This design comes from an exercise in tuning for small area and few clock cycles per item on the open sky130 flow, not from production work.
Only simulation tests tie the RTL to the original design; equivalence was not proved.
Power is estimated from default activity; no workload was simulated.

[flow/config.mk]
export PLATFORM = sky130hd
export DESIGN_NAME = fft_bram_pingpong_ctrl
export DESIGN_NICKNAME = fft_bram_pingpong_ctrl
export VERILOG_FILES = /design/flow/design.v
export SDC_FILE = /design/flow/constraint.sdc
export NUM_CORES = 4
export LEC_CHECK = 0
export CAP_MARGIN = 20
export CORE_MARGIN = 2
export CORE_UTILIZATION = 40
export SLEW_MARGIN = 20
[flow/constraint.sdc]
create_clock -name core_clock -period 5.0 [get_ports {clk}]
set_input_delay 1.0000 -clock core_clock [delete_from_list [all_inputs] [get_ports {clk}]]
set_output_delay 1.0000 -clock core_clock [all_outputs]
set_load 0.01 [all_outputs]
[flow/design.v]
package fft_bram_pkg;
    typedef enum logic [1:0] {
        IDLE      = 2'd0,
        WRITE     = 2'd1,
        WAIT_BANK = 2'd2
    } state_t;
    localparam int DEF_NUM_CH      = 8;
    localparam int DEF_SAMPLE_W    = 24;
    localparam int DEF_OUT_W       = 32;
    localparam int DEF_FRAME_BEATS = 64;
    function automatic int clog2(input int v);
        int r;
        r = 1;
        for (int i = 1; i < 31; i++) begin
            if ((32'sd1 << i) < v) r = i + 1;
        end
        clog2 = r;
    endfunction
    function automatic logic [63:0] sign_ext(input logic [63:0] sample, input int sw, input int ow);
        logic [63:0] shl;
        logic [63:0] ext;
        shl = sample << (64 - sw);
        ext = $signed(shl) >>> (64 - sw);
        sign_ext = ext & ((64'd1 << ow) - 64'd1);
    endfunction
endpackage
module fft_beat_skid #(
    parameter int NUM_CH  = 8,
    parameter int SLICE_W = 48
) (
    input  logic                      clk,
    input  logic [NUM_CH*SLICE_W-1:0] din,
    input  logic                      push,
    output logic [SLICE_W-1:0]        head
);
    logic [SLICE_W-1:0] sh [NUM_CH];
    always_ff @(posedge clk) begin
        sh[NUM_CH-1] <= ~(din[(NUM_CH-1)*SLICE_W +: SLICE_W] & {SLICE_W{push}});
        for (int k = 0; k < NUM_CH - 1; k++) begin
            if ((NUM_CH - 1 - k) % 2 == 0)
                sh[k] <= ~((din[k*SLICE_W +: SLICE_W] & {SLICE_W{push}}) | sh[k+1]);
            else
                sh[k] <= ~((din[k*SLICE_W +: SLICE_W] | {SLICE_W{!push}}) & sh[k+1]);
        end
    end
    assign head = sh[0];
endmodule
module fft_bram_pingpong_ctrl #(
    parameter int NUM_CH      = fft_bram_pkg::DEF_NUM_CH,
    parameter int SAMPLE_W    = fft_bram_pkg::DEF_SAMPLE_W,
    parameter int OUT_W       = fft_bram_pkg::DEF_OUT_W,
    parameter int FRAME_BEATS = fft_bram_pkg::DEF_FRAME_BEATS
) (
    input  logic                         clk,
    input  logic                         rst,
    input  logic [NUM_CH*2*SAMPLE_W-1:0] s_axis_tdata,
    input  logic                         s_axis_tvalid,
    input  logic                         s_axis_tlast,
    output logic                         s_axis_tready,
    input  logic                         bank_release,
    output logic [31:0]                  bram_addr,
    output logic [OUT_W-1:0]             bram_din_re,
    output logic [OUT_W-1:0]             bram_din_im,
    output logic [3:0]                   bram_we,
    output logic                         bram_en,
    output logic                         bram_rst,
    output logic                         bank_sel,
    output logic                         frame_done,
    output logic                         err_tlast
);
    localparam int SLICE_W = 2 * SAMPLE_W;
    localparam int WORDS   = FRAME_BEATS * NUM_CH;
    localparam int SLC_W   = fft_bram_pkg::clog2(NUM_CH);
    localparam int WIDX_W  = fft_bram_pkg::clog2(WORDS);
    localparam int BIDX_W  = WIDX_W - SLC_W;
    logic [WIDX_W:0]     wcnt;
    logic                writing;
    logic [1:0]          owed;        
    logic                last_slice, last_word, new_frame, rel, bank_ok, accept, beat_last;
    logic [BIDX_W-1:0]   bidx;
    logic [SLICE_W-1:0]  cur, head;
    logic [SLC_W-1:0]    flush;       
    logic                flushed;
    fft_beat_skid #(.NUM_CH(NUM_CH), .SLICE_W(SLICE_W)) u_skid (
        .clk  (clk),
        .din  (s_axis_tdata),
        .push (accept),
        .head (head)
    );
    assign bidx       = wcnt[WIDX_W-1:SLC_W];
    assign last_slice = writing && (wcnt[SLC_W-1:0] == SLC_W'(NUM_CH - 1));
    assign last_word  = last_slice && (bidx == BIDX_W'(FRAME_BEATS - 1));
    assign new_frame  = writing ? (bidx == BIDX_W'(FRAME_BEATS - 1)) : (bidx == '0);
    assign rel        = bank_release && (owed != 2'd0);
    assign bank_ok    = !new_frame ||
                        (last_word ? (owed == 2'd0 || (owed == 2'd1 && rel))
                                   : (owed != 2'd2 || rel));
    assign flushed    = (flush == SLC_W'(NUM_CH - 1));
    assign s_axis_tready = !rst && flushed && (!writing || last_slice) && bank_ok;
    assign accept     = s_axis_tvalid && s_axis_tready;
    assign beat_last  = writing ? (bidx == BIDX_W'(FRAME_BEATS - 2)) : (bidx == BIDX_W'(FRAME_BEATS - 1));
    always_ff @(posedge clk or posedge rst) begin
        if (rst) begin
            wcnt       <= '0;
            flush      <= '0;
            writing    <= 1'b0;
            owed       <= 2'd0;
            frame_done <= 1'b0;
            err_tlast  <= 1'b0;
        end else begin
            if (writing) wcnt <= wcnt + 1'b1;
            if (!flushed) flush <= flush + 1'b1;
            writing    <= accept || (writing && !last_slice);
            owed       <= owed + {1'b0, last_word} - {1'b0, rel};
            frame_done <= last_word;
            err_tlast  <= accept && (s_axis_tlast != beat_last);
        end
    end
    assign bram_en     = writing;
    assign bram_we     = {4{writing}};
    assign bram_addr   = 32'({wcnt, 2'b00});
    assign bank_sel    = wcnt[WIDX_W];
    assign cur         = wcnt[0] ? head : ~head;
    assign bram_din_re = OUT_W'($signed(cur[SAMPLE_W-1:0]));
    assign bram_din_im = OUT_W'($signed(cur[SLICE_W-1:SAMPLE_W]));
    assign bram_rst    = rst;
endmodule
[flow/run.sh]
#!/bin/bash
# synth_recipe.tcl (not shown) runs the flow's synth.tcl, then flattens the netlist and writes it again
# the make line also repeats each setting of config.mk as NAME=value (left out here)
make -C /OpenROAD-flow-scripts/flow DESIGN_CONFIG=/design/flow/config.mk WORK_HOME=/design/flow/orfs CLKGATE_MAP_FILE= SYNTH_SCRIPT=/design/flow/synth_recipe.tcl finish
==> run summary, run 1 <==
- The average via count per standard cell is 4.49.
- The startpoint type of the worst setup path is a register.
- Based on the critical path, the design can be clocked at up to 0.269 GHz.
- The total global-route track usage is 21.0%.
- The number of cells on the critical path is 6.
- The CTS tree is yes.
- The critical path is of the register to output pin type.
- The I/O pin total is 495.
- After clock tree synthesis, the clock-pin slew on the worst setup and hold paths is 0.06 ns.
- The net count of the finished layout is 1831.
- The number of hold buffers added after CTS is 0.
- By count the netlist is led by dfxtp_1, o21ai_1, a21oi_1.
- The cell with the most instances after synthesis is dfxtp_1.
- Setup violations remaining at the end of the flow were counted as 0.
- The H-tree depth reported by CTS is 2.
- The number of synthesized flops with an enable pin is 0.
- In this run the power density over the cells is 617 mW/mm^2.
- In this run, synthesis produced a sequential element count of 402.
- In this run the core area contains 62 standard-cell rows.
- The die area is 0.0303 sq mm.
- The detail route stage leaves a number of antenna-violating nets equal to 0.
- The cell area that synthesis handed to floorplanning was 0.0116 sq mm.
- For this run, the number of Yosys warnings is 3.
- The synthesized netlist contains 29 unique library cells.
- The placeable core area is 0.0286 sq mm.
- The DRC marker count from the first detailed-route iteration is 373.
- After legalization and detailed placement, the total HPWL measured 24200 um.
- Once the clock tree was built, the setup fixing pass inserted 0 buffers.
- The clock reaches the later pin of the worst-skew pair after 0.52 ns.
- For this run, the leading register cell type out of synthesis is dfxtp_1.
- Summing over every cut layer, the via total after detailed routing is 8352.
- The worst setup path is captured at an output pin.
- The run finished with no timing, DRC or antenna violations.
- The dominant cell type by area after synthesis is dfxtp_1.
- The maximum buffer depth of the clock tree is 3.
- Sequential cells were found to cover 70.3% of the synthesized design area.
- The total power of the final layout is 0.0108 W.
- After synthesis, the largest area contributor takes up 66.4% of total cell area.
- The endpoint identified for the worst register-to-register timing path is u_skid.sh[3][14].
- The floorplan step set the die height to 174 um.
- The post-route standard cell area excluding fillers is 0.0176 sq mm.
- Setup repair after global routing left no endpoint under its margin.
- The slowest cell on the critical path is dfrtp_4.
- The type of the most critical hold path is register to register.
- The worst-case vdd ir drop is 0.274 mV.
- The worst path in the final design needs a cycle of 3.72 ns, including I/O delays and setup.
- The share of the core filled with cells in the final layout is 61.4%.
- Measured along the x axis, the die boundary spans 174 um.
- The end point of the critical path is s_axis_tready.
- The detailed-route wire length is 32700 um.
- Along the worst path, the maximum fanout reaches 25.
- The total negative setup slack is 0 ns.
- For the pin with the worst max-slew slack, the measured transition is 0.711 ns.
- Entering global routing, the biggest net connects 100 pins.
- For this configuration, the core starts out at a cell density of 40.5%.
- The first global-routing pass estimated 48600 um of wire.
- The final routed wire length divided by cell count is 17.6 um.
- Summing all placed instances gives a cell area of 0.0163 sq mm.
- By area the synthesized netlist is led by dfxtp_1, o21ai_1, a21oi_1, xnor2_1, dfrtp_1.
- The worst path buffer plus inverter count is 1.
- The critical path goes through ha_1 > ha_1 > nand2b_1 > and3_1 > and3_1 > clkdlybuf4s50_1.
- Buffers placed on the I/O ports in this run total 472.
- After clock tree synthesis, the repair step resized 0 gates.
- Tracing the worst setup path back leads to its startpoint at wcnt[0].
- The final clock period utilization by the worst path is 74.4%.
- The launch point of the worst reg-to-reg path is wcnt[0].
- The largest incremental delay on the critical path is 0.65 ns.
- Cells with a size suffix above 1 make up 5.39% of the layout.
- The cell leakage power is 6.80 nW.
- The final count of pins violating max slew is 0.
- Max-cap violations in this run came to 0.
- Clock tree synthesis inserted a total of 42 buffers.
- The instance count of the mapped netlist is 982.
- In the routed design, unresolved DRC markers number 0.
- The worst path required time is 4.00 ns.
- The final number of hold-violating endpoints is 0.
- Routability-driven placement finished with a final weighted congestion of 0.827.
- The via count of the first global-routing pass was 8314.
- The share of flip-flops with an asynchronous set or reset after synthesis is 4.48%.
- The critical path arrival is 2.72 ns.
- The layout overhead on the synthesized area is 51.8%.
- Clock tree synthesis found a total of 402 sinks.
- The worst slew slack as a fraction of its limit is 52.6%.
- Among cell families on the critical path, the largest total delay comes from flip-flops.
- The per-instance average area after synthesis is 11.8 sq um.
- The worst setup slack for register-to-register paths is 2.09 ns.
- The cell sitting at the root of the clock tree is a clkbuf_16.
- The depth of the worst register-to-register path is 7.
- The initial antenna violation count was 9.
- The global-route congestion overflow total is 0.
- The clock arrives with 0.0164 ns of skew.
- The first detailed-routing pass took 4 iterations.
sequential cells by signal, summed over array words and instances, names as in the netlist:
| register | flops |
|---|---|
| err_tlast | 1 |
| flush | 3 |
| frame_done | 1 |
| owed | 2 |
| u_skid.sh | 384 |
| wcnt | 10 |
| writing | 1 |
cells by family (layout without fill, tap and decap cells):
| kind of cell | Yosys count | after routing | synth area share [%] |
|---|---|---|---|
| fa+ha+maj | 6 | 6 | 0.648 |
| compound gates | 339 | 339 | 14.7 |
| buf+inv | 97 | 561 | 6.53 |
| mux | 4 | 4 | 0.389 |
| simple gates | 72 | 72 | 2.80 |
| xor+xnor | 61 | 61 | 4.61 |
| other cells | 1 | 30 | 0.0324 |
| flops | 402 | 402 | 70.3 |
stage by stage:
step	instances	hold slack, ns	worst slack, ns
finish	1859	0.372	1.28
CTS	1851	0.375	1.22
global route	1858	0.380	1.14
global placement	1776	0.357	1.32
floorplan	1003	0.354	2.13
detailed placement	1776	0.362	1.31
how the worst min path moves through the flow:
stage	from	to	slack, ns	cells past startpoint
2_1_floorplan	u_skid.sh[1][39]	u_skid.sh[0][39]	0.35	1
3_3_place_gp	u_skid.sh[7][18]	u_skid.sh[6][18]	0.36	1
3_5_place_dp	u_skid.sh[7][12]	u_skid.sh[6][12]	0.36	1
4_1_cts	u_skid.sh[4][8]	u_skid.sh[3][8]	0.38	1
5_1_grt	u_skid.sh[4][32]	u_skid.sh[3][32]	0.38	1
6_report	u_skid.sh[4][33]	u_skid.sh[3][33]	0.37	1
where the power goes:
part | switching [W] | internal (W) | leakage, nW
registers | 0.000437 | 0.00436 | 3.41
clock network | 0.00120 | 0.00173 | 0.647
logic | 0.00132 | 0.00180 | 2.74
metal layers:
| metal | global-route usage [%] | routed length [um] |
|---|---|---|
| met1 | 23.7 | 12800 |
| met3 | 6.63 | 2450 |
| met5 | 0 | 27 |
| met4 | 7.39 | 840 |
| met2 | 37.4 | 16600 |
cell usage in the layout, fill, tap and decap left out, types with 2 or more instances in the layout:
cell type,instances
and3_1,5
nor2_1,3
xor2_1,5
buf_12,4
xnor2_1,56
o21ai_0,32
clkdlybuf4s50_1,472
and4_1,2
clkbuf_16,43
a21oi_1,144
inv_1,3
clkbuf_1,13
o21ai_1,160
mux2_2,4
dfxtp_1,384
clkbuf_8,6
dfrtp_1,17
buf_4,7
nand3_1,2
diode_2,8
clkinv_2,9
conb_1,22
ha_1,6
nand2_1,50
nand4_1,5
layout make-up:
type,count,area [sq um]
antenna,8,20.0
clock buffer,62,1210
clock inverter,13,100
fill,2338,11000
inverter,3,11.3
multi-input combinational,504,2770
sequential,402,8140
tap,384,480
timing repair buffer,483,4860
Testbench counts, summed over its fixed seeds: cycles 34,029, beats 4,096.
==> run 2, diff against run 1 <==
==> flow/flow/run.sh (new file) <==
#!/bin/bash
# Standard layout, with the smallest buffer on every input and output port.
set -euo pipefail
bash standard.sh "BUFFER_PORTS_ARGS=-buffer_cell sky130_fd_sc_hd__buf_1" finish > standard.log 2>&1
==> flow/standard.sh (new file) <==
#!/bin/bash
# synth_recipe.tcl (not shown) runs the flow's synth.tcl, then flattens the netlist and writes it again
# the make line also repeats each setting of config.mk as NAME=value (left out here)
make -C /OpenROAD-flow-scripts/flow DESIGN_CONFIG=/design/flow/config.mk WORK_HOME=/design/flow/orfs CLKGATE_MAP_FILE= SYNTH_SCRIPT=/design/flow/synth_recipe.tcl "${@:-finish}"
--- a/flow/config.mk
+++ b/flow/config.mk
@@ -9,3 +9,5 @@
 export CORE_MARGIN = 2
 export CORE_UTILIZATION = 40
+export CTS_BUF_LIST = sky130_fd_sc_hd__clkbuf_4
+export CTS_CLUSTER_SIZE = 20
 export SLEW_MARGIN = 20
removed: flow/run.sh
==> run 2 against run 1 <==
Against the previous run:
- sequential power about the same
- first-iteration DRC count increased by 4.3%
- highest routed layer is now met4
- largest power group unchanged
- synthesized cell count unchanged
- clock power shrank 16%
- critical path depth stayed put
- worst hold slack got worse by 0.041 ns
- largest cell class unchanged
==> run summary, run 2 <==
- The detailed-route wire length is 28800 um (-12%).
- The largest net degree at the start of global routing came to 103 (+3.0%).
- The placed wire-length estimate after detailed placement is 20800 um (-14%).
- The worst-case vdd ir drop came to 0.287 mV (+4.7%).
- The layout filler cell count is 2815 (+20%).
- The CTS tree is yes.
- The final count of pins violating max slew came to 0 (unchanged).
- The number of vias after detailed routing was 8558 (+2.5%).
- The netlist area before placement came to 0.0116 sq mm (unchanged).
- The run finished with no timing, DRC or antenna violations.
- The dominant synthesized flop cell is dfxtp_1.
- The library cell used most frequently in the layout, excluding fill and tap cells, is buf_1.
- The number of flip-flops under the largest register name came to 384 (unchanged).
- The wire length of the first global-routing pass is 44000 um (-9.5%).
- The distinct cell type count of the synthesized netlist is 29 (unchanged).
- The area growth from synthesis to layout is 24.4%.
- The launch point of the worst reg-to-reg path is wcnt[0].
- The starting density of the core is 40.5% (unchanged).
- In the layout the commonest cells are buf_1, dfxtp_1, o21ai_1, a21oi_1, clkbuf_4.
- The global-route congestion overflow total was 0 (unchanged).
- The placeable core area is 0.0286 sq mm (unchanged).
- The number of clock sinks is 402 (unchanged).
- The average via count per standard cell is 4.44 (-1.1%).
- The final number of hold-violating endpoints is 0 (unchanged).
- The total global-route track usage was 18.6% (-2.4 points).
- The via count of the first global-routing pass is 8447 (+1.6%).
- The instance count of the mapped netlist is 982 (unchanged).
- The transition time of the tightest slew-check pin is 0.735 ns (+0.0238 ns).
- The length of the first detailed-routing pass in iterations is 4 (unchanged).
- The biggest area contributor in the post-synthesis netlist is dfxtp_1.
- The worst slew slack as a fraction of its limit is 51.0% (-1.6 points).
- Sorting the synthesized cells by how often they occur yields dfxtp_1, o21ai_1, a21oi_1.
- In the post-synthesis netlist, the biggest area contributors are dfxtp_1, o21ai_1, a21oi_1, xnor2_1, dfrtp_1.
- The count of warnings emitted by yosys is 3 (unchanged).
- The total number of placement rows came to 62 (unchanged).
- The post-CTS clock slew at the launch and capture registers of the worst setup and hold paths is 0.07 ns (about the same).
- The share of flip-flops with an asynchronous set or reset after synthesis is 4.48% (unchanged).
- The final routed wire length divided by cell count came to 15.0 um (-15%).
- The cell with the most instances after synthesis is dfxtp_1.
- The launch point of the critical path is wcnt[0].
- The final clock period utilization by the worst path is 71.5% (-3.0 points).
- The number of hold buffers added after CTS is 0 (unchanged).
- The post-placement cell count is 1770 (-0.34%).
- The width of the die is 174 um (unchanged).
- The die extent in y is 174 um (unchanged).
- The I/O pin total is 495 (unchanged).
- The type of the most critical hold path is register to register.
- The count of endpoints failing setup in the final report is 0 (unchanged).
- STA classifies the critical path startpoint as a register.
- The number of synthesized flops with an enable pin came to 0 (unchanged).
- The final standard cell count with taps included and fillers excluded is 1927 (+3.7%).
- The worst path required time is 4.00 ns (about the same).
- The per-instance average area after synthesis is 11.8 sq um (unchanged).
- The top achievable clock speed is 0.280 GHz (+4.2%).
- The beginning of the worst hold path is u_skid.sh[3][27].
- The CTS buffer count is 99 (+140%).
- The count of max-cap constraint violations is 0 (unchanged).
- The source-to-sink clock delay at the later pin of the worst-skew pair is 0.69 ns (+0.17 ns).
- The area used by sequential logic in the layout is 0.00814 sq mm (unchanged).
- The multi-input gate area in the final layout was 0.00277 sq mm (unchanged).
- The post-route antenna net violation count is 0 (unchanged).
- The initial antenna violation count is 1 (-8).
- The maximum buffer depth of the clock tree is 3 (unchanged).
- The clock period minus final worst setup slack is 3.57 ns (-0.149 ns).
- The die area is 0.0303 sq mm (unchanged).
- The DRC marker count from the first detailed-route iteration is 389 (+4.3%).
- The sequential area share after synthesis is 70.3% (unchanged).
- The quantity of I/O buffers inserted on ports was 472 (unchanged).
- The number of buffers inserted to repair setup after CTS is 0 (unchanged).
- The worst setup skew after layout is 0.0537 ns (+0.0373 ns).
- The register with the most flip-flops in the final layout is u_skid.sh.
- The placer congestion estimate is 0.850 (+2.7%).
- The final net count is 1882 (+2.8%).
- By startpoint and endpoint, the worst setup path is classified as register to output pin.
- The share of cells above drive strength 1 is 10.4% (+5.1 points).
- The total negative setup slack is 0 ns (unchanged).
- The largest registers in the layout are u_skid.sh: 384 flops, wcnt: 10 flops, flush: 3 flops.
- The H-tree depth reported by CTS came to 3 (+1).
- The areal power density over the cells came to 654 mW/mm^2 (+6.1%).
- The cell leakage power came to 5.52 nW (-19%).
- The DRC violation count after routing came to 0 (unchanged).
- The area share of the leading cell type in the synthesized netlist is 66.4% (unchanged).
- The library cell used as clock root buffer is clkbuf_4.
- The synthesized flop and latch total was 402 (unchanged).
- Setup repair after global routing left no endpoint under its margin.
- The worst setup path is captured at an output pin.
- The critical path arrival came to 2.57 ns (-0.15 ns).
- The number of gates given a new drive strength after cts was 0 (unchanged).
- The largest fanout on the critical path was 24 (-4.0%).
[run 2: layout make-up]
cell class                 instances  share of cell area [%]
timing repair buffer             477                    12.9
antenna                            1                  0.0174
multi-input combinational        504                    19.2
clock buffer                     143                    7.45
inverter                           3                  0.0782
sequential                       402                    56.5
clock inverter                    13                   0.495
tap                              384                    3.34
[run 2: layer usage]
| layer | global-route usage, % | vias up | routed length [um] |
|---|---|---|---|
| met5 | 0 | - | 0 |
| li1 | - | 4329 | - |
| met4 | 7.46 | 0 | 739 |
| met1 | 20.7 | 3820 | 11500 |
| met2 | 31.9 | 359 | 14200 |
| met3 | 7.37 | 50 | 2440 |
[run 2: per-stage QoR]
stage               hold WS, ns  worst slack (ns)  util [%]  power, W  area [sq um]
floorplan                 0.354              2.13         -   0.00644         11700
global placement          0.357              1.75      46.3   0.00703         13300
detailed placement        0.361              1.74      46.3   0.00708         13300
CTS                       0.334              1.33      50.3   0.00958         14400
global route              0.337              1.21      50.3    0.0101         14400
finish                    0.332              1.43      50.3   0.00943         14400
[run 2: path summary, 6_finish.rpt]
| kind | endpoint | slack (ns) | cells after the start |
|---|---|---|---|
| worst max-delay path | s_axis_tready | 1.43 | 6 |
| worst min-delay path | u_skid.sh[2][27] | 0.33 | 1 |
| worst max register to register | u_skid.sh[0][18] | 2.37 | 7 |
| worst min register to register | u_skid.sh[2][27] | 0.33 | 1 |
| max in group asynchronous | wcnt[0] | 4.03 | 2 |
| min in group asynchronous | wcnt[8] | 0.42 | 2 |
[run 2: cells by family after synthesis]
| logic type | count (synthesis) | synth area share, % |
|---|---|---|
| xor+xnor | 61 | 4.61 |
| fa+ha+maj | 6 | 0.648 |
| other cells | 1 | 0.0324 |
| flops | 402 | 70.3 |
| buf+inv | 97 | 6.53 |
| simple gates | 72 | 2.80 |
| mux | 4 | 0.389 |
| compound gates | 339 | 14.7 |
[run 2: where the power goes]
group / internal, W / switching, W
Clock: 0.00130 / 0.00117
Combinational: 0.000898 / 0.00127
Sequential: 0.00436 / 0.000437
[run 2: worst max-delay path, stage by stage (launching register included)]
cell,delay (ns)
dfrtp_4,0.67
ha_1,0.33
ha_1,0.21
nand2b_1,0.15
and3_1,0.22
and3_1,0.18
buf_1,0.13
==> run 3, diff against run 2 <==
--- a/flow/config.mk
+++ b/flow/config.mk
@@ -9,5 +9,6 @@
 export CORE_MARGIN = 2
 export CORE_UTILIZATION = 40
-export CTS_BUF_LIST = sky130_fd_sc_hd__clkbuf_4
-export CTS_CLUSTER_SIZE = 20
+export CTS_BUF_LIST = sky130_fd_sc_hd__clkbuf_8
+export CTS_CLUSTER_DIAMETER = 60
+export CTS_CLUSTER_SIZE = 30
 export SLEW_MARGIN = 20
==> run 3 against run 2 <==
Against the previous run:
- design area shrank 3.9%
- sequential share of layout area grew 2.3 points
- power shrank 8.5%
- via count shrank 5.2%
- wire length shrank 1.9%
- core utilization shrank 2.0 points
- setup slack gained 0.083 ns
- final cell count shrank 5.6%
- combinational power is essentially flat
- clock skew shrank 0.032 ns
- first-iteration DRC count grew 19%
- highest routed layer unchanged
==> run summary, run 3 <==
- The total number of placement rows is 62 (unchanged).
- The areal power density over the cells is 623 mW/mm^2 (-4.7%).
- The placed wire-length estimate after detailed placement is 20800 um (unchanged).
- Setup repair after global routing left no endpoint under its margin.
- The synthesized flop and latch total is 402 (unchanged).
- The total global-route track usage was 17.9% (-0.77 points).
- The post-route antenna net violation count is 0 (unchanged).
- The netlist area before placement was 0.0116 sq mm (unchanged).
- The family with the most delay on the worst path is flip-flops.
- The critical path arrival came to 2.49 ns (-0.08 ns).
- The largest net degree at the start of global routing is 103 (unchanged).
- Among all stages on the critical path, the largest delay is contributed by dfrtp_4.
- The final net count is 1812 (-3.7%).
- The sequential area share after synthesis was 70.3% (unchanged).
- The worst path required time is 4.00 ns (about the same).
- The number of synthesized flops with an enable pin is 0 (unchanged).
- Yosys instantiated no cell more often than dfxtp_1.
- The startpoint type of the worst setup path is a register.
- The final routed wire length divided by cell count came to 15.5 um (+3.9%).
- The final number of hold-violating endpoints came to 0 (unchanged).
- The worst path buffer plus inverter count was 1 (unchanged).
- The worst slack on hold paths is 0.366 ns (+0.0345 ns).
- The share of the core filled with cells in the final layout is 48.4% (-2.0 points).
- The CTS tree is yes.
- The per-instance average area after synthesis is 11.8 sq um (unchanged).
- The final standard cell count with taps included and fillers excluded was 1819 (-5.6%).
- The clock period minus final worst setup slack was 3.49 ns (-0.0835 ns).
- Compared with the post-synthesis result, the final layout area differs by 19.5%.
- The post-placement cell area was 0.0133 sq mm (unchanged).
- Ranked by total cell area, the synthesized netlist is headed by dfxtp_1, o21ai_1, a21oi_1, xnor2_1, dfrtp_1.
- The distinct cell type count of the synthesized netlist came to 29 (unchanged).
- The DRC violation count after routing is 0 (unchanged).
- The length of the first detailed-routing pass in iterations is 4 (unchanged).
- The critical path in this run is classified as register to output pin.
- The worst slew slack as a fraction of its limit came to 53.6% (+2.6 points).
- The DRC marker count from the first detailed-route iteration came to 463 (+19%).
- The count of max-cap constraint violations came to 0 (unchanged).
- The dominant synthesized flop cell is dfxtp_1.
- The number of flip-flops under the largest register name came to 384 (unchanged).
- The largest total area in the synthesized netlist belongs to dfxtp_1.
- Walking the worst path, the cells encountered are ha_1 > ha_1 > nand2b_1 > and3_1 > and3_1 > buf_1.
- The source-to-sink clock delay at the later pin of the worst-skew pair is 0.58 ns (-0.11 ns).
- In this run the critical register-to-register path is launched from wcnt[0].
- The H-tree depth reported by CTS is 1 (-2).
- The share of flip-flops with an asynchronous set or reset after synthesis is 4.48% (unchanged).
- In the layout the commonest cells are buf_1, dfxtp_1, o21ai_1, a21oi_1, xnor2_1.
- The largest incremental delay on the critical path is 0.69 ns (+0.02 ns).
- The initial antenna violation count is 0 (-1).
- The beginning of the worst hold path is u_skid.sh[2][33].
- The post-route standard cell area excluding fillers was 0.0138 sq mm (-3.9%).
- The total negative setup slack was 0 ns (unchanged).
- The width of the die was 174 um (unchanged).
- The wire length of the first global-routing pass is 42500 um (-3.3%).
- The starting density of the core came to 40.5% (unchanged).
- The share of cells above drive strength 1 is 4.04% (-6.4 points).
- The worst hold path stage count is 1 (unchanged).
- The average via count per standard cell is 4.46 (+0.45%).
- The reg-to-reg critical path endpoint is u_skid.sh[0][18].
- The CTS buffer count was 29 (-71%).
- The worst hold path belongs to the class register to register.
- The number of buffers inserted to repair setup after CTS is 0 (unchanged).
- The library cell used most frequently in the layout, excluding fill and tap cells, is buf_1.
- The quantity of I/O buffers inserted on ports is 472 (unchanged).
- The placeable core area is 0.0286 sq mm (unchanged).
- The die extent in y is 174 um (unchanged).
- The number of hold buffers added after CTS was 0 (unchanged).
- The nature of the critical path endpoint is an output pin.
- The largest fanout on the critical path was 24 (unchanged).
- Ranked by instance count, the synthesized netlist is headed by dfxtp_1, o21ai_1, a21oi_1.
- The via count of the first global-routing pass is 7807 (-7.6%).
- The worst-case vdd ir drop is 0.260 mV (-9.3%).
- The die area is 0.0303 sq mm (unchanged).
- The transition time of the tightest slew-check pin is 0.696 ns (-0.0388 ns).
- The post-placement cell count is 1770 (unchanged).
- The count of endpoints failing setup in the final report was 0 (unchanged).
- The post-CTS clock slew at the launch and capture registers of the worst setup and hold paths is 0.11 ns (+0.04 ns).
- The instance count of the mapped netlist was 982 (unchanged).
- The register bank with the most flops is u_skid.sh.
- The antenna diode count is 0 (-1).
- The placer congestion estimate is 0.850 (unchanged).
- The largest registers in the layout are u_skid.sh: 384 flops, wcnt: 10 flops, flush: 3 flops.
- The cell leakage power is 5.14 nW (-7.0%).
- The number of clock sinks is 402 (unchanged).
- The end point of the worst hold path is u_skid.sh[1][33].
- The tree is rooted in a clkbuf_8.
- The worst setup slack for register-to-register paths is 2.33 ns (-0.04 ns).
- The final clock period utilization by the worst path was 69.8% (-1.7 points).
- The worst setup skew after layout is 0.0219 ns (-0.0318 ns).
- The count of warnings emitted by yosys is 3 (unchanged).
- The flow ran to the end and the layout has no timing, DRC or antenna violations.
- The number of gates given a new drive strength after cts is 0 (unchanged).
- The top achievable clock speed is 0.287 GHz (+2.4%).
- The detailed-route wire length is 28300 um (-1.9%).
- The maximum buffer depth of the clock tree is 3 (unchanged).
- The I/O pin total is 495 (unchanged).
- The number of vias after detailed routing was 8115 (-5.2%).
- The global-route congestion overflow total came to 0 (unchanged).
- The final count of pins violating max slew is 0 (unchanged).
- The depth of the worst register-to-register path is 7 (unchanged).
- The area share of the leading cell type in the synthesized netlist came to 66.4% (unchanged).
==> run 3: area by class of cell <==
cell class,instances,area (sq um)
clock buffers,31,427
clock inverters,18,155
fillers,2804,14800
inverters,3,11.3
multi-input cells,504,2770
flip-flops and latches,402,8140
well taps,384,480
repair buffers,477,1860
==> run 3: stage by stage <==
stage	total power, W	worst slack, ns
3_3_place_gp	0.00703	1.75
5_1_grt	0.00920	1.32
4_1_cts	0.00876	1.43
6_report	0.00863	1.51
2_1_floorplan	0.00644	2.13
3_5_place_dp	0.00708	1.74
==> run 3: worst max-delay path by stage <==
stage | start | to | slack, ns | cells after the start
finish | wcnt[0] | s_axis_tready | 1.51 | 6
global placement | rst | s_axis_tready | 1.75 | 5
detailed placement | rst | s_axis_tready | 1.74 | 5
CTS | wcnt[0] | s_axis_tready | 1.43 | 6
global route | wcnt[0] | bram_din_re[29] | 1.32 | 3
floorplan | rst | s_axis_tready | 2.13 | 3
==> run 3: power by group <==
group	internal, W	switching [W]
registers	0.00435	0.000433
clock network	0.000620	0.00106
logic	0.000898	0.00127
==> run 3: routing by layer <==
layer | vias to the layer above | share of wire, % | track usage, %
met3 | 45 | 7.5 | 4.92
met5 | - | 0 | 0
met2 | 313 | 49 | 31.1
li1 | 4126 | - | -
met1 | 3631 | 41 | 21.5
met4 | 0 | 2.7 | 5.60
==> run 3: cell families (layout without fill, tap and decap cells) <==
family,count (synthesis),in the layout,share of synthesized area (%)
adders and majority gates,6,6,0.648
DFF,402,402,70.3
AOI/OAI and AO/OA,339,339,14.7
buffers and inverters,97,529,6.53
other,1,22,0.0324
and+or+nand+nor,72,72,2.80
xor gates and xnor gates,61,61,4.61
muxes,4,4,0.389
==> run 4, diff against run 3 <==
--- a/flow/config.mk
+++ b/flow/config.mk
@@ -9,6 +9,4 @@
 export CORE_MARGIN = 2
 export CORE_UTILIZATION = 40
-export CTS_BUF_LIST = sky130_fd_sc_hd__clkbuf_8
-export CTS_CLUSTER_DIAMETER = 60
-export CTS_CLUSTER_SIZE = 30
+export CTS_BUF_LIST = sky130_fd_sc_hd__clkbuf_2 sky130_fd_sc_hd__clkbuf_4
 export SLEW_MARGIN = 20
==> run 4 against run 3 <==
Against the previous run:
- power is 9.3% higher
- clock power rose by 46%
- non-clock buffer count unchanged
- synthesized area unchanged
- design area grew 4.1%
- worst hold slack got worse by 0.035 ns
- via count increased by 5.5%
- wire length rose by 2.1%
- synthesized cell count unchanged
- global-route usage increased by 0.77 points
- critical path depth is the same
==> run summary, run 4 <==
- The worst setup path is captured at an output pin.
- The width of the die came to 174 um (unchanged).
- The final number of hold-violating endpoints is 0 (unchanged).
- The maximum buffer depth of the clock tree is 3 (unchanged).
- Counting instances in the post-synthesis netlist gives the leading cell types as dfxtp_1, o21ai_1, a21oi_1.
- The count of endpoints failing setup in the final report came to 0 (unchanged).
- Summed over all instances, the cell type with the most area after synthesis is dfxtp_1.
- The worst slew slack as a fraction of its limit came to 51.1% (-2.5 points).
- The number of synthesized flops with an enable pin was 0 (unchanged).
- The startpoint identified for the worst register-to-register timing path is wcnt[0].
- The post-placement cell count is 1770 (unchanged).
- The critical path arrival is 2.58 ns (+0.09 ns).
- The final clock period utilization by the worst path is 71.5% (+1.8 points).
- In this run the worst setup path terminates at s_axis_tready.
- The number of vias after detailed routing came to 8564 (+5.5%).
- In the final layout, the registers with the most flip-flops are u_skid.sh: 384 flops, wcnt: 10 flops, flush: 3 flops.
- The placer congestion estimate is 0.850 (unchanged).
- The per-instance average area after synthesis is 11.8 sq um (unchanged).
- The synthesized flop and latch total is 402 (unchanged).
- The average via count per standard cell is 4.44 (-0.38%).
- The final net count was 1882 (+3.9%).
- The I/O pin total came to 495 (unchanged).
- The final routed wire length divided by cell count came to 15.0 um (-3.6%).
- The final count of pins violating max slew is 0 (unchanged).
- The clock period minus final worst setup slack is 3.58 ns (+0.0881 ns).
- The source-to-sink clock delay at the later pin of the worst-skew pair is 0.69 ns (+0.11 ns).
- The depth of the worst register-to-register path is 7 (unchanged).
- The instance count of the mapped netlist was 982 (unchanged).
- Leaving out fill and tap cells, the most frequent cell in the layout is buf_1.
- The share of flip-flops with an asynchronous set or reset after synthesis came to 4.48% (unchanged).
- The placeable core area was 0.0286 sq mm (unchanged).
- The die extent in y is 174 um (unchanged).
- The sequential area share after synthesis is 70.3% (unchanged).
- The signal on the critical path passes through ha_1 > ha_1 > nand2b_1 > and3_1 > and3_1 > buf_1.
- Clock tree synthesis selected as its root buffer the cell clkbuf_4.
- The share of the core filled with cells in the final layout is 50.3% (+2.0 points).
- Yosys instantiated no cell more often than dfxtp_1.
- The length of the first detailed-routing pass in iterations is 4 (unchanged).
- The transition time of the tightest slew-check pin is 0.733 ns (+0.0375 ns).
- The register bank with the most flops is u_skid.sh.
- The critical path is of the register to output pin type.
- The wire length of the first global-routing pass is 44000 um (+3.5%).
- The total negative setup slack was 0 ns (unchanged).
- The share of cells above drive strength 1 was 10.4% (+6.4 points).
- The largest net degree at the start of global routing is 103 (unchanged).
- STA classifies the critical path startpoint as a register.
- The worst setup skew after layout came to 0.0537 ns (+0.0318 ns).
- The top achievable clock speed came to 0.280 GHz (-2.5%).
- The critical path starts at wcnt[0].
- The netlist area before placement came to 0.0116 sq mm (unchanged).
- The worst setup slack for register-to-register paths is 2.36 ns (+0.03 ns).
- The worst-case vdd ir drop was 0.273 mV (+4.8%).
- The reg-to-reg critical path endpoint is u_skid.sh[0][18].
- The initial antenna violation count was 1 (+1).
- The total global-route track usage is 18.6% (+0.77 points).
- The post-route antenna net violation count is 0 (unchanged).
- Compared with the post-synthesis result, the final layout area differs by 24.4%.
- The H-tree depth reported by CTS is 3 (+2).
- The area share of the leading cell type in the synthesized netlist came to 66.4% (unchanged).
- The number of flip-flops under the largest register name is 384 (unchanged).
- The detailed-route wire length came to 28900 um (+2.1%).
- The post-CTS clock slew at the launch and capture registers of the worst setup and hold paths is 0.07 ns (-0.04 ns).
- TritonCTS built the clock tree.
- The number of hold buffers added after CTS came to 0 (unchanged).
- The number of gates given a new drive strength after cts was 0 (unchanged).
- The count of warnings emitted by yosys came to 3 (unchanged).
- The largest fanout on the critical path came to 24 (unchanged).
- The count of max-cap constraint violations is 0 (unchanged).
- The slowest cell on the critical path is dfrtp_4.
- The placed wire-length estimate after detailed placement is 20800 um (unchanged).
- The CTS buffer count was 99 (+240%).
- The global-route congestion overflow total came to 0 (unchanged).
- The areal power density over the cells is 654 mW/mm^2 (+5.0%).
- The via count of the first global-routing pass is 8449 (+8.2%).
- The cell leakage power is 5.52 nW (+7.5%).
- The distinct cell type count of the synthesized netlist came to 29 (unchanged).
- The DRC violation count after routing was 0 (unchanged).
- The largest incremental delay on the critical path came to 0.67 ns (-0.02 ns).
- The run finished with no timing, DRC or antenna violations.
- The worst path required time was 4.00 ns (about the same).
- The worst hold path belongs to the class register to register.
- The total number of placement rows is 62 (unchanged).
- For this run, the leading register cell type out of synthesis is dfxtp_1.
- The number of buffers inserted to repair setup after CTS is 0 (unchanged).
- Setup repair after global routing left no endpoint under its margin.
- The die area is 0.0303 sq mm (unchanged).
- The starting density of the core is 40.5% (unchanged).
- After synthesis, the cell types taking the most area are dfxtp_1, o21ai_1, a21oi_1, xnor2_1, dfrtp_1.
- The final standard cell count with taps included and fillers excluded came to 1927 (+5.9%).
- The number of clock sinks is 402 (unchanged).
- The DRC marker count from the first detailed-route iteration is 383 (-17%).
- The quantity of I/O buffers inserted on ports came to 472 (unchanged).
- Leaving out fill and tap cells, the most frequent cells in the layout are buf_1, dfxtp_1, o21ai_1, a21oi_1, clkbuf_4.
==> run 4: cell counts after synthesis <==
No cell type changed its count.
==> run 4: area by class of cell <==
| class | count | area (sq um) |
|---|---|---|
| clock buffer | 143 | 1070 |
| tap | 384 | 480 |
| antenna | 1 | 2.50 |
| clock inverter | 13 | 71.3 |
| fill | 2812 | 14200 |
| sequential | 402 | 8140 |
| timing repair buffer | 477 | 1860 |
| multi-input combinational | 504 | 2770 |
| inverter | 3 | 11.3 |
==> run 4: cell families (layout without fill, tap and decap cells) <==
kind of cell | Yosys count | in the layout | synth area share, %
AOI/OAI and AO/OA | 339 | 339 | 14.7
xor gates and xnor gates | 61 | 61 | 4.61
adders and majority gates | 6 | 6 | 0.648
buffers and inverters | 97 | 636 | 6.53
DFF | 402 | 402 | 70.3
muxes | 4 | 4 | 0.389
other | 1 | 23 | 0.0324
and+or+nand+nor | 72 | 72 | 2.80
==> run 4: critical path: cells and delay by family, from the launching register on <==
kind	cells	cell delay [ns]
simple gates	3	0.55
flops	1	0.67
buf+inv	1	0.13
fa+ha+maj	2	0.54
==> run 4: worst min-delay path by stage <==
stage,start,endpoint,cells past startpoint
after detailed placement,u_skid.sh[5][47],u_skid.sh[4][47],1
after CTS,rst,wcnt[8],2
after global routing,u_skid.sh[5][0],u_skid.sh[4][0],1
after floorplan,u_skid.sh[1][39],u_skid.sh[0][39],1
final,u_skid.sh[3][27],u_skid.sh[2][27],1
after global placement,u_skid.sh[1][44],u_skid.sh[0][44],1
==> run 4: power breakdown <==
group | internal (W) | switching (W) | total (W)
Combinational | 0.000898 | 0.00127 | 0.00217
Clock | 0.00130 | 0.00117 | 0.00246
Sequential | 0.00436 | 0.000437 | 0.00480
Total | 0.00656 | 0.00287 | 0.00943
==> run 4: stage by stage <==
| step | total power, W | worst slack (ns) | hold slack, ns | cell area (sq um) |
|---|---|---|---|---|
| floorplan | 0.00644 | 2.13 | 0.354 | 11700 |
| detailed placement | 0.00708 | 1.74 | 0.361 | 13300 |
| global route | 0.0101 | 1.21 | 0.338 | 14400 |
| CTS | 0.00958 | 1.33 | 0.335 | 14400 |
| finish | 0.00943 | 1.42 | 0.332 | 14400 |
| global placement | 0.00703 | 1.75 | 0.357 | 13300 |
==> run 4: routing by layer <==
| metal | GRT usage, % | vias up | wire [um] |
|---|---|---|---|
| met2 | 31.9 | 367 | 14200 |
| met4 | 7.42 | 0 | 746 |
| li1 | - | 4326 | - |
| met3 | 7.41 | 53 | 2460 |
| met1 | 20.7 | 3818 | 11500 |
| met5 | 0 | - | 0 |
==> run 5, diff against run 4 <==
--- a/flow/config.mk
+++ b/flow/config.mk
@@ -9,4 +9,3 @@
 export CORE_MARGIN = 2
 export CORE_UTILIZATION = 40
-export CTS_BUF_LIST = sky130_fd_sc_hd__clkbuf_2 sky130_fd_sc_hd__clkbuf_4
 export SLEW_MARGIN = 20
==> run 5 against run 4 <==
Against the previous run:
- still clean on timing, DRC and antenna
- worst hold slack improved by 0.040 ns
- sequential power is essentially flat
- synthesized area unchanged
- register-to-register slack better by 0.04 ns
- sequential cell count is the same
- highest routed layer unchanged
==> run summary, run 5 <==
- The final count of pins violating max slew is 0 (unchanged).
- The worst slack on hold paths is 0.372 ns (+0.0399 ns).
- The worst setup skew after layout was 0.0112 ns (-0.0425 ns).
- The average via count per standard cell was 4.48 (+0.74%).
- The quantity of I/O buffers inserted on ports came to 472 (unchanged).
- The number of flip-flops under the largest register name is 384 (unchanged).
- The DRC violation count after routing is 0 (unchanged).
- The count of max-cap constraint violations is 0 (unchanged).
- The launch point of the critical path is wcnt[0].
- The fraction of power spent switching nets is 28.9% (-1.5 points).
- The internal power contribution came to 0.00711 W (+8.4%).
- The final clock period utilization by the worst path is 68.0% (-3.6 points).
- The I/O pin total is 495 (unchanged).
- The power dissipated by switching net loads came to 0.00290 W (+0.83%).
- The worst path required time is 4.00 ns (about the same).
- The post-route antenna net violation count was 0 (unchanged).
- The starting density of the core came to 40.5% (unchanged).
- The final net count is 1824 (-3.1%).
- The CTS buffer count is 41 (-59%).
- The global-route congestion overflow total is 0 (unchanged).
- The critical path is of the register to output pin type.
- The antenna diode count is 0 (-1).
- The dominant synthesized flop cell is dfxtp_1.
- The distinct cell type count of the synthesized netlist is 29 (unchanged).
- The transition time of the tightest slew-check pin is 0.710 ns (-0.0228 ns).
- The largest net degree at the start of global routing came to 103 (unchanged).
- The clock share of power was 30.4% (+4.3 points).
- The critical path arrival was 2.40 ns (-0.18 ns).
- The synthesized-area fraction occupied by adder cells came to 0.648% (unchanged).
- The combinational power share is 21.6% (-1.4 points).
- The share of the core filled with cells in the final layout is 51.1% (+0.75 points).
- The post-CTS clock slew at the launch and capture registers of the worst setup and hold paths is 0.06 ns (about the same).
- The critical path ends at s_axis_tready.
- The width of the die is 174 um (unchanged).
- The number of hold buffers added after CTS is 0 (unchanged).
- The worst setup path is captured at an output pin.
- The worst hold path stage count is 1 (unchanged).
- The complex-gate fraction of the synthesized area was 14.7% (unchanged).
- The main combinational cell family by area after synthesis is compound AO/OA/AOI/OAI gates.
- The length of the first detailed-routing pass in iterations was 4 (unchanged).
- The share of cells above drive strength 1 is 5.22% (-5.2 points).
- The maximum buffer depth of the clock tree is 3 (unchanged).
- The synthesized-area fraction occupied by xor and xnor cells was 4.61% (unchanged).
- The netlist area before placement is 0.0116 sq mm (unchanged).
- The worst setup slack for register-to-register paths came to 2.40 ns (+0.04 ns).
- The layout filler cell count is 2702 (-3.9%).
- The share of flip-flops with an asynchronous set or reset after synthesis was 4.48% (unchanged).
- The DRC marker count from the first detailed-route iteration came to 417 (+8.9%).
- The wire length of the first global-routing pass was 43500 um (-1.2%).
- The placed wire-length estimate after detailed placement came to 20800 um (unchanged).
- The total number of placement rows is 62 (unchanged).
- The placer congestion estimate is 0.850 (unchanged).
- The cell leakage power came to 5.49 nW (-0.55%).
- The die area came to 0.0303 sq mm (unchanged).
- The layout overhead on the synthesized area is 26.2%.
- The startpoint identified for the worst register-to-register timing path is wcnt[0].
- The number of vias after detailed routing is 8242 (-3.8%).
- The top cell types in the final layout, fill and taps aside, are buf_1, dfxtp_1, o21ai_1, a21oi_1, xnor2_1.
- After synthesis, the cell types taking the most area are dfxtp_1, o21ai_1, a21oi_1, xnor2_1, dfrtp_1.
- The areal power density over the cells is 684 mW/mm^2 (+4.5%).
- The initial antenna violation count is 0 (-1).
- The count of endpoints failing setup in the final report is 0 (unchanged).
- The endpoint identified for the worst register-to-register timing path is u_skid.sh[0][18].
- The source-to-sink clock delay at the later pin of the worst-skew pair came to 0.51 ns (-0.18 ns).
- The H-tree depth reported by CTS is 2 (-1).
- Of all cell types, the one taking the most synthesized area is dfxtp_1.
- The final standard cell count with taps included and fillers excluded came to 1841 (-4.5%).
- The top achievable clock speed is 0.294 GHz (+5.3%).
- The final routed wire length divided by cell count is 15.6 um (+4.4%).
- dfxtp_1 is the most common cell in the netlist.
- The final number of hold-violating endpoints is 0 (unchanged).
- The area share of and/or/nand/nor cells after synthesis is 2.80% (unchanged).
- The worst slew slack as a fraction of its limit is 52.6% (+1.5 points).
- The total global-route track usage came to 18.4% (-0.27 points).
- The flow ran to the end and the layout has no timing, DRC or antenna violations.
- The area share of the leading cell type in the synthesized netlist is 66.4% (unchanged).
- The die extent in y came to 174 um (unchanged).
- Setup repair after global routing left no endpoint under its margin.
- The post-placement cell count was 1770 (unchanged).
- The total negative setup slack came to 0 ns (unchanged).
- The mux share of post-synthesis cell area is 0.389% (unchanged).
- The via count of the first global-routing pass was 8034 (-4.9%).
- The count of warnings emitted by yosys came to 3 (unchanged).
- The per-instance average area after synthesis came to 11.8 sq um (unchanged).
- The placeable core area is 0.0286 sq mm (unchanged).
- The synthesized flop and latch total is 402 (unchanged).
- The type of the most critical hold path is register to register.
- Leaving out fill and tap cells, the most frequent cell in the layout is buf_1.
- The number of synthesized flops with an enable pin was 0 (unchanged).
- The clock period minus final worst setup slack is 3.40 ns (-0.179 ns).
- CTS placed an instance of clkbuf_16 at the clock tree root.
- The CTS tree is yes.
- The instance count of the mapped netlist is 982 (unchanged).
- The worst-case vdd ir drop was 0.313 mV (+15%).
- The number of gates given a new drive strength after cts is 0 (unchanged).
- The depth of the worst register-to-register path came to 7 (unchanged).
- The sequential area share after synthesis was 70.3% (unchanged).
- The number of buffers inserted to repair setup after CTS came to 0 (unchanged).
- The detailed-route wire length came to 28800 um (-0.27%).
- The worst setup path is launched from a register.
- The register bank with the most flops is u_skid.sh.
- The largest fanout on the critical path came to 24 (unchanged).
- The largest registers in the layout are u_skid.sh: 384 flops, wcnt: 10 flops, flush: 3 flops.
- The number of clock sinks was 402 (unchanged).
- The part of the total power dissipated in sequential elements came to 48.0% (-2.9 points).
- The commonest cells after synthesis are dfxtp_1, o21ai_1, a21oi_1.
-- run 5: worst min path at each step --
stage | start | end
after floorplan | u_skid.sh[1][39] | u_skid.sh[0][39]
after global placement | u_skid.sh[1][44] | u_skid.sh[0][44]
after detailed placement | u_skid.sh[5][47] | u_skid.sh[4][47]
after CTS | u_skid.sh[5][47] | u_skid.sh[4][47]
after global routing | u_skid.sh[2][46] | u_skid.sh[1][46]
final | u_skid.sh[3][32] | u_skid.sh[2][32]
-- run 5: routing by layer --
metal	global-route usage [%]	wire, um	up-vias	share of wire, %
li1	-	-	4153	-
met1	21.3	11600	3703	40
met2	32.0	14100	321	49
met3	5.73	2240	65	7.8
met4	6.48	861	0	3.0
met5	0	0	-	0
-- run 5: layout make-up --
type	count	area [sq um]	share of cell area [%]
Clock buffer	56	1170	8.02
Clock inverter	15	189	1.29
Inverter	3	11.3	0.0770
Multi-Input combinational cell	504	2770	18.9
Sequential cell	402	8140	55.7
Tap cell	384	480	3.29
Timing Repair Buffer	477	1860	12.7
-- run 5: worst max-delay path, cell delays in order, from the launching register on --
cell	delay [ns]
dfrtp_4	0.67
ha_1	0.33
ha_1	0.21
nand2b_1	0.15
and3_1	0.22
and3_1	0.18
buf_1	0.13
-- run 5: through the flow --
stage / cell area [sq um] / total power [W] / worst slack, ns
5_1_grt: 14600 / 0.0106 / 1.45
4_1_cts: 14600 / 0.0101 / 1.55
2_1_floorplan: 11700 / 0.00644 / 2.13
3_3_place_gp: 13300 / 0.00703 / 1.75
3_5_place_dp: 13300 / 0.00708 / 1.74
6_report: 14600 / 0.0100 / 1.60
-- run 5: power by group through the flow --
stage	combinational (W)	clock [W]	sequential [W]
after global routing	0.00243	0.00324	0.00491
final	0.00216	0.00304	0.00480
after floorplan	0.00174	0	0.00470
after CTS	0.00222	0.00310	0.00481
after detailed placement	0.00221	0	0.00488
after global placement	0.00218	0	0.00484
-- run 5: cell families (layout without fill, tap and decap cells) --
group | Yosys count | in the layout
fa+ha+maj | 6 | 6
other cells | 1 | 22
flops | 402 | 402
mux | 4 | 4
xor+xnor | 61 | 61
simple gates | 72 | 72
buf+inv | 97 | 551
compound gates | 339 | 339
==> run 6, diff against run 5 <==
--- a/flow/config.mk
+++ b/flow/config.mk
@@ -8,4 +8,8 @@
 export CAP_MARGIN = 20
 export CORE_MARGIN = 2
-export CORE_UTILIZATION = 40
+export CORE_UTILIZATION = 70
+export CTS_BUF_LIST = sky130_fd_sc_hd__clkbuf_16
+export CTS_CLUSTER_DIAMETER = 50
+export CTS_CLUSTER_SIZE = 30
+export PLACE_DENSITY = 0.8
 export SLEW_MARGIN = 20
==> run 6 against run 5 <==
Against the previous run:
- synthesized cell count unchanged
- the run now fails in I/O pin placement (3_2_place_iop)
- synthesized area unchanged
==> run summary, run 6 <==
- In the synthesized netlist the dominant register cell turns out to be dfxtp_1.
- By count the netlist is led by dfxtp_1, o21ai_1, a21oi_1.
- The number of synthesized flops with an enable pin is 0 (unchanged).
- The area share of the leading cell type in the synthesized netlist is 66.4% (unchanged).
- The share of flip-flops with an asynchronous set or reset after synthesis is 4.48% (unchanged).
- The width of the die was 133 um (-24%).
- It got as far as I/O pin placement (3_2_place_iop) and failed there.
- The die extent in y came to 133 um (-24%).
- The dominant cell type by area after synthesis is dfxtp_1.
- The sequential area share after synthesis was 70.3% (unchanged).
- The distinct cell type count of the synthesized netlist was 29 (unchanged).
- The netlist area before placement is 0.0116 sq mm (unchanged).
- By area the synthesized netlist is led by dfxtp_1, o21ai_1, a21oi_1, xnor2_1, dfrtp_1.
- The first error in the log reads "[ERROR PPL-0024] Number of IO pins (495) exceeds maximum number of available positions (472). Increase the die perimeter from 530.50um to 673.20um".
- The total number of placement rows is 47 (-24%).
- dfxtp_1 is the most common cell in the netlist.
- The per-instance average area after synthesis came to 11.8 sq um (unchanged).
- The run stopped with a tool error.
- The starting density of the core is 70.8% (+30 points).
- The instance count of the mapped netlist is 982 (unchanged).
- The synthesized flop and latch total is 402 (unchanged).
- The count of warnings emitted by yosys is 3 (unchanged).
run 6: cell counts after synthesis:
Identical to the previous run, type by type.
run 6: cells by family after synthesis:
family	share of synthesized area (%)
other	0.0324
adder cells (fa/ha/maj)	0.648
buffers and inverters	6.53
multiplexers	0.389
AO/OA/AOI/OAI	14.7
XOR/XNOR	4.61
flip-flops	70.3
AND/OR/NAND/NOR	2.80
==> run 7, diff against run 6 <==
--- a/flow/config.mk
+++ b/flow/config.mk
@@ -9,7 +9,7 @@
 export CORE_MARGIN = 2
 export CORE_UTILIZATION = 70
-export CTS_BUF_LIST = sky130_fd_sc_hd__clkbuf_16
+export CTS_BUF_LIST = sky130_fd_sc_hd__clkbuf_8
 export CTS_CLUSTER_DIAMETER = 50
-export CTS_CLUSTER_SIZE = 30
+export CTS_CLUSTER_SIZE = 25
 export PLACE_DENSITY = 0.8
 export SLEW_MARGIN = 20
==> run 7 against run 6 <==
Against the previous run:
- the run again fails in I/O pin placement (3_2_place_iop)
- synthesized area unchanged
- synthesized cell count is the same
==> run summary, run 7 <==
- The run stopped with a tool error.
- The stage where the flow stopped is I/O pin placement (3_2_place_iop).
- The first error in the log reads "[ERROR PPL-0024] Number of IO pins (495) exceeds maximum number of available positions (472). Increase the die perimeter from 530.50um to 673.20um".
- The die extent in y is 133 um (unchanged).
- The complex-gate fraction of the synthesized area is 14.7% (unchanged).
- The share of flip-flops with an asynchronous set or reset after synthesis is 4.48% (unchanged).
- Counting instances in the post-synthesis netlist gives the leading cell types as dfxtp_1, o21ai_1, a21oi_1.
- The netlist area before placement was 0.0116 sq mm (unchanged).
- The instance count of the mapped netlist is 982 (unchanged).
- The per-instance average area after synthesis was 11.8 sq um (unchanged).
- The total number of placement rows was 47 (unchanged).
- The synthesized-area fraction occupied by adder cells is 0.648% (unchanged).
- In the post-synthesis netlist, the cell with the most instances is dfxtp_1.
- The main combinational cell family by area after synthesis is compound AO/OA/AOI/OAI gates.
- The starting density of the core is 70.8% (unchanged).
- The number of synthesized flops with an enable pin came to 0 (unchanged).
- The synthesized flop and latch total is 402 (unchanged).
- The synthesized-area fraction occupied by xor and xnor cells is 4.61% (unchanged).
- The width of the die is 133 um (unchanged).
- By area the synthesized netlist is led by dfxtp_1, o21ai_1, a21oi_1, xnor2_1, dfrtp_1.
- The sequential area share after synthesis is 70.3% (unchanged).
- The distinct cell type count of the synthesized netlist is 29 (unchanged).
- The mux share of post-synthesis cell area came to 0.389% (unchanged).
- The area share of and/or/nand/nor cells after synthesis came to 2.80% (unchanged).
- Among all flip-flop cells after synthesis, the most frequent one is dfxtp_1.
- The biggest area contributor in the post-synthesis netlist is dfxtp_1.
- The count of warnings emitted by yosys is 3 (unchanged).
- The area share of the leading cell type in the synthesized netlist is 66.4% (unchanged).
-- run 7: cell families after synthesis --
family,after synthesis
other,1
adders and majority gates,6
AOI/OAI and AO/OA,339
buffers and inverters,97
muxes,4
DFF,402
xor gates and xnor gates,61
and+or+nand+nor,72
==> run 8, diff against run 7 <==
--- a/flow/config.mk
+++ b/flow/config.mk
@@ -8,8 +8,8 @@
 export CAP_MARGIN = 20
 export CORE_MARGIN = 2
-export CORE_UTILIZATION = 70
+export CORE_UTILIZATION = 40
 export CTS_BUF_LIST = sky130_fd_sc_hd__clkbuf_8
-export CTS_CLUSTER_DIAMETER = 50
-export CTS_CLUSTER_SIZE = 25
-export PLACE_DENSITY = 0.8
+export CTS_CLUSTER_DIAMETER = 40
+export CTS_CLUSTER_SIZE = 30
+export PLACE_DENSITY = 0.75
 export SLEW_MARGIN = 20
==> run 8 against run 7 <==
Against the previous run:
- the run now finishes clean
- synthesized area stayed put
- synthesized cell count did not move
==> run summary, run 8 <==
- The met3 usage in global routing is 4.81%.
- The worst-case vdd ir drop is 0.290 mV.
- The wire-length estimate of the detail-placed layout is 22300 um.
- Summed over all cells, the static leakage comes to 5.37 nW.
- After global routing the overflow that remains totals 0.
- The netlist area before placement is 0.0116 sq mm (unchanged).
- Broken down by cell family, the worst path's largest delay share belongs to buffers and inverters.
- For this run, design rule violations remaining after detail routing come to 0.
- The placer congestion estimate is 0.909.
- The first global-routing pass estimated 44200 um of wire.
- The leading cell type in the layout, fill and taps excluded is buf_1.
- The library cells used most frequently in the layout, excluding fill and tap cells, are buf_1, dfxtp_1, o21ai_1, a21oi_1, xnor2_1.
- The number of synthesized flops with an enable pin was 0 (unchanged).
- The layout overhead on the synthesized area is 23.9%.
- The worst hold path stage count is 1.
- The final count of pins violating max slew is 0.
- The biggest area contributor in the post-synthesis netlist is dfxtp_1.
- The largest registers in the layout are u_skid.sh: 384 flops, wcnt: 10 flops, flush: 3 flops.
- Dividing the detail-routed wire length by the instance count gives 16.1 um.
- On the final layout, the worst clock skew is 0.0269 ns.
- The cell with the most instances after synthesis is dfxtp_1.
- Global routing used 31.6% of the available met2 tracks.
- The startpoint identified for the worst register-to-register timing path is wcnt[0].
- The total global-route track usage is 18.6%.
- The fraction of power spent switching nets is 32.2%.
- The die covers 0.0303 sq mm.
- The slowest cell on the critical path is dfrtp_2.
- Among all flip-flop cells after synthesis, the most frequent one is dfxtp_1.
- Ranked by flip-flop count, first place goes to u_skid.sh.
- The area share of the leading cell type in the synthesized netlist was 66.4% (unchanged).
- The average via count per standard cell is 4.59.
- At the worst endpoint, the arrival time is 2.52 ns.
- The reg-to-reg critical path endpoint is u_skid.sh[5][1].
- The global routing stage identified its most utilized layer as met2.
- Ranked by instance count, the synthesized netlist is headed by dfxtp_1, o21ai_1, a21oi_1.
- The CTS tree is yes.
- The distinct cell type count of the synthesized netlist was 29 (unchanged).
- For this run, the post-layout net count is 1828.
- At the pin with the least slew margin, the transition time is 0.726 ns.
- After detailed routing, the total wire length is 29700 um.
- The number of flip-flops under the largest register name is 384.
- At the placement stage, the worst setup path has a slack of 1.68 ns.
- The worst path required time is 4.00 ns.
- Ranked by total cell area, the synthesized netlist is headed by dfxtp_1, o21ai_1, a21oi_1, xnor2_1, dfrtp_1.
- In the post-route analysis, the smallest setup slack over all paths is 1.48 ns.
- The largest incremental delay on the critical path is 0.76 ns.
- The instance count of the mapped netlist is 982 (unchanged).
- The flow ran to the end and the layout has no timing, DRC or antenna violations.
- The clock net in this run drives a total of 402 sinks.
- The final number of hold-violating endpoints is 0.
- The post-CTS clock slew at the launch and capture registers of the worst setup and hold paths is 0.11 ns.
- The total number of placement rows came to 62 (+32%).
- In this run the tightest slew margin relative to its limit is 51.6%.
- The H-tree generated during clock tree synthesis spans 2 levels.
- The depth of the worst register-to-register path is 7.
- The share of flip-flops with an asynchronous set or reset after synthesis came to 4.48% (unchanged).
- The post-route antenna net violation count is 0.
- The internal power contribution is 0.00646 W.
- The class of the most critical setup path is register to output pin.
- The final clock period utilization by the worst path is 70.4%.
- The count of max-cap constraint violations is 0.
- The count of warnings emitted by yosys is 3 (unchanged).
- The sequential area share after synthesis was 70.3% (unchanged).
- Setup violations remaining at the end of the flow were counted as 0.
- The CTS buffer count is 42.
- The clock share of power is 26.2%.
- The largest fanout on the critical path is 32.
- The number of hold buffers added after CTS is 0.
- The share of cells above drive strength 1 is 6.14%.
- Global routing used 23.1% of the available met1 tracks.
- The clock period minus final worst setup slack is 3.52 ns.
- The clock reaches the later pin of the worst-skew pair after 0.56 ns.
- During placement, the flow inserted port buffers numbering 472.
- The areal power density over the cells is 665 mW/mm^2.
- The worst hold path begins at u_skid.sh[4][33].
- The initial antenna violation count came to 1.
- The worst setup path is launched from a register.
- After floorplanning, the core was sized to cover 0.0286 sq mm.
- The power dissipated by switching net loads is 0.00307 W.
- The synthesized flop and latch total is 402 (unchanged).
- The number of buffers inserted to repair setup after CTS is 0.
- The starting density of the core came to 40.5% (-30 points).
- The worst hold path terminates at u_skid.sh[3][33].
- For flop-to-flop paths, the worst setup slack is 2.01 ns.
- The combinational power share is 22.9%.
- Timing would allow up to 0.284 GHz.
- The nature of the critical path endpoint is an output pin.
- After routing, the total negative slack on setup checks comes to 0 ns.
- The width of the die is 174 um (+31%).
- The via count of the first global-routing pass is 8392.
- The largest net degree at the start of global routing is 106.
- The number of buffers and inverters on the critical path is 2.
- The routed layout has 8495 vias.
- The min-delay analysis places its worst path in the category register to register.
- Traced cell by cell, the critical path runs through buf_4 > xnor2_1 > buf_1.
- The library cell used as clock root buffer is clkbuf_8.
- The I/O pin total is 495.
- After the first detailed-routing iteration, the DRC count stood at 478.
- Setup repair after global routing left no endpoint under its margin.
- The number of antenna diodes in the final layout is 0.
- The length of the first detailed-routing pass in iterations is 7.
- The die extent in y is 174 um (+31%).
- The part of the total power dissipated in sequential elements is 50.9%.
- The number of gates given a new drive strength after cts is 0.
- The per-instance average area after synthesis is 11.8 sq um (unchanged).
- The clock passes through at most 3 buffers.
-- run 8: worst max path at each step --
stage	from	end	slack [ns]	cells past startpoint
6_report	wcnt[0]	bram_din_re[26]	1.48	3
5_1_grt	wcnt[0]	s_axis_tready	1.29	6
4_1_cts	wcnt[0]	bram_din_re[26]	1.40	3
3_5_place_dp	rst	u_skid.sh[1][6]	1.68	6
3_3_place_gp	rst	u_skid.sh[5][43]	1.75	6
2_1_floorplan	rst	s_axis_tready	2.13	3
-- run 8: power groups by stage --
stage / clock, W / sequential, W / combinational (W)
3_3_place_gp: 0 / 0.00490 / 0.00214
6_report: 0.00250 / 0.00485 / 0.00218
3_5_place_dp: 0 / 0.00493 / 0.00221
4_1_cts: 0.00255 / 0.00486 / 0.00222
5_1_grt: 0.00269 / 0.00496 / 0.00244
2_1_floorplan: 0 / 0.00470 / 0.00174
-- run 8: final cells by class --
type	count	area, sq um
clock inverters	31	449
flip-flops and latches	402	8140
repair buffers	480	1880
fillers	2597	14300
well taps	384	480
clock buffers	45	619
inverters	3	11.3
multi-input cells	504	2770
-- run 8: logic make-up (layout without fill, tap and decap cells) --
kind of cell | after synthesis | in the layout | share of synthesized area [%]
flops | 402 | 402 | 70.3
compound gates | 339 | 339 | 14.7
buf+inv | 97 | 559 | 6.53
simple gates | 72 | 72 | 2.80
xor+xnor | 61 | 61 | 4.61
fa+ha+maj | 6 | 6 | 0.648
mux | 4 | 4 | 0.389
other cells | 1 | 22 | 0.0324
-- run 8: routing by layer --
metal  wire, um  share of wire, %
met1      12600                42
met2      14200                48
met3       2110               7.1
met4        800               2.7
met5         13             0.044
-- run 8: stage by stage --
stage	cells	utilization (%)	hold WS, ns	area (sq um)	power [W]
2_1_floorplan	1003	-	0.354	11700	0.00644
3_3_place_gp	1773	46.4	0.356	13300	0.00705
3_5_place_dp	1773	46.4	0.362	13300	0.00714
4_1_cts	1849	50.1	0.358	14300	0.00963
5_1_grt	1849	50.1	0.359	14300	0.0101
6_report	1849	50.1	0.356	14300	0.00954

==> static timing again, ports no longer ideal <==
The flow's constraints put no driver on any port. The routed layouts listed below were extracted and timed again, unchanged, in two steps. Step 1, drivers: a clkbuf_16 drives clk and a buf_2 each remaining input, both assumed. Step 2 moves the port delays by t, midway between the first and last clock arrival at a register: inputs arrive t later, outputs are due t later. That takes back most of the time a late clock gives input paths. Slacks: no drivers / after step 1 / after step 2; pairs: no drivers / after step 1.
| run | t (ns) | setup slack, ns | slew at the worst register clock pin (ns) | worst data-port slew with drivers (ns) |
|---|---|---|---|---|
| run 1 | 0.563 | 1.278 / 1.229 / 1.307 | 0.06 / 0.06 | 0.10 |
| run 2 | 0.707 | 1.427 / 1.384 / 1.733 | 0.07 / 0.07 | 0.07 |
| run 3 | 0.617 | 1.511 / 1.466 / 1.765 | 0.12 / 0.12 | 0.07 |
| run 4 | 0.706 | 1.423 / 1.379 / 1.733 | 0.07 / 0.07 | 0.07 |
| run 5 | 0.553 | 1.602 / 1.554 / 1.751 | 0.06 / 0.06 | 0.07 |
| run 8 | 0.591 | 1.478 / 1.434 / 1.719 | 0.11 / 0.11 | 0.07 |
After both steps every run listed still meets setup and hold.
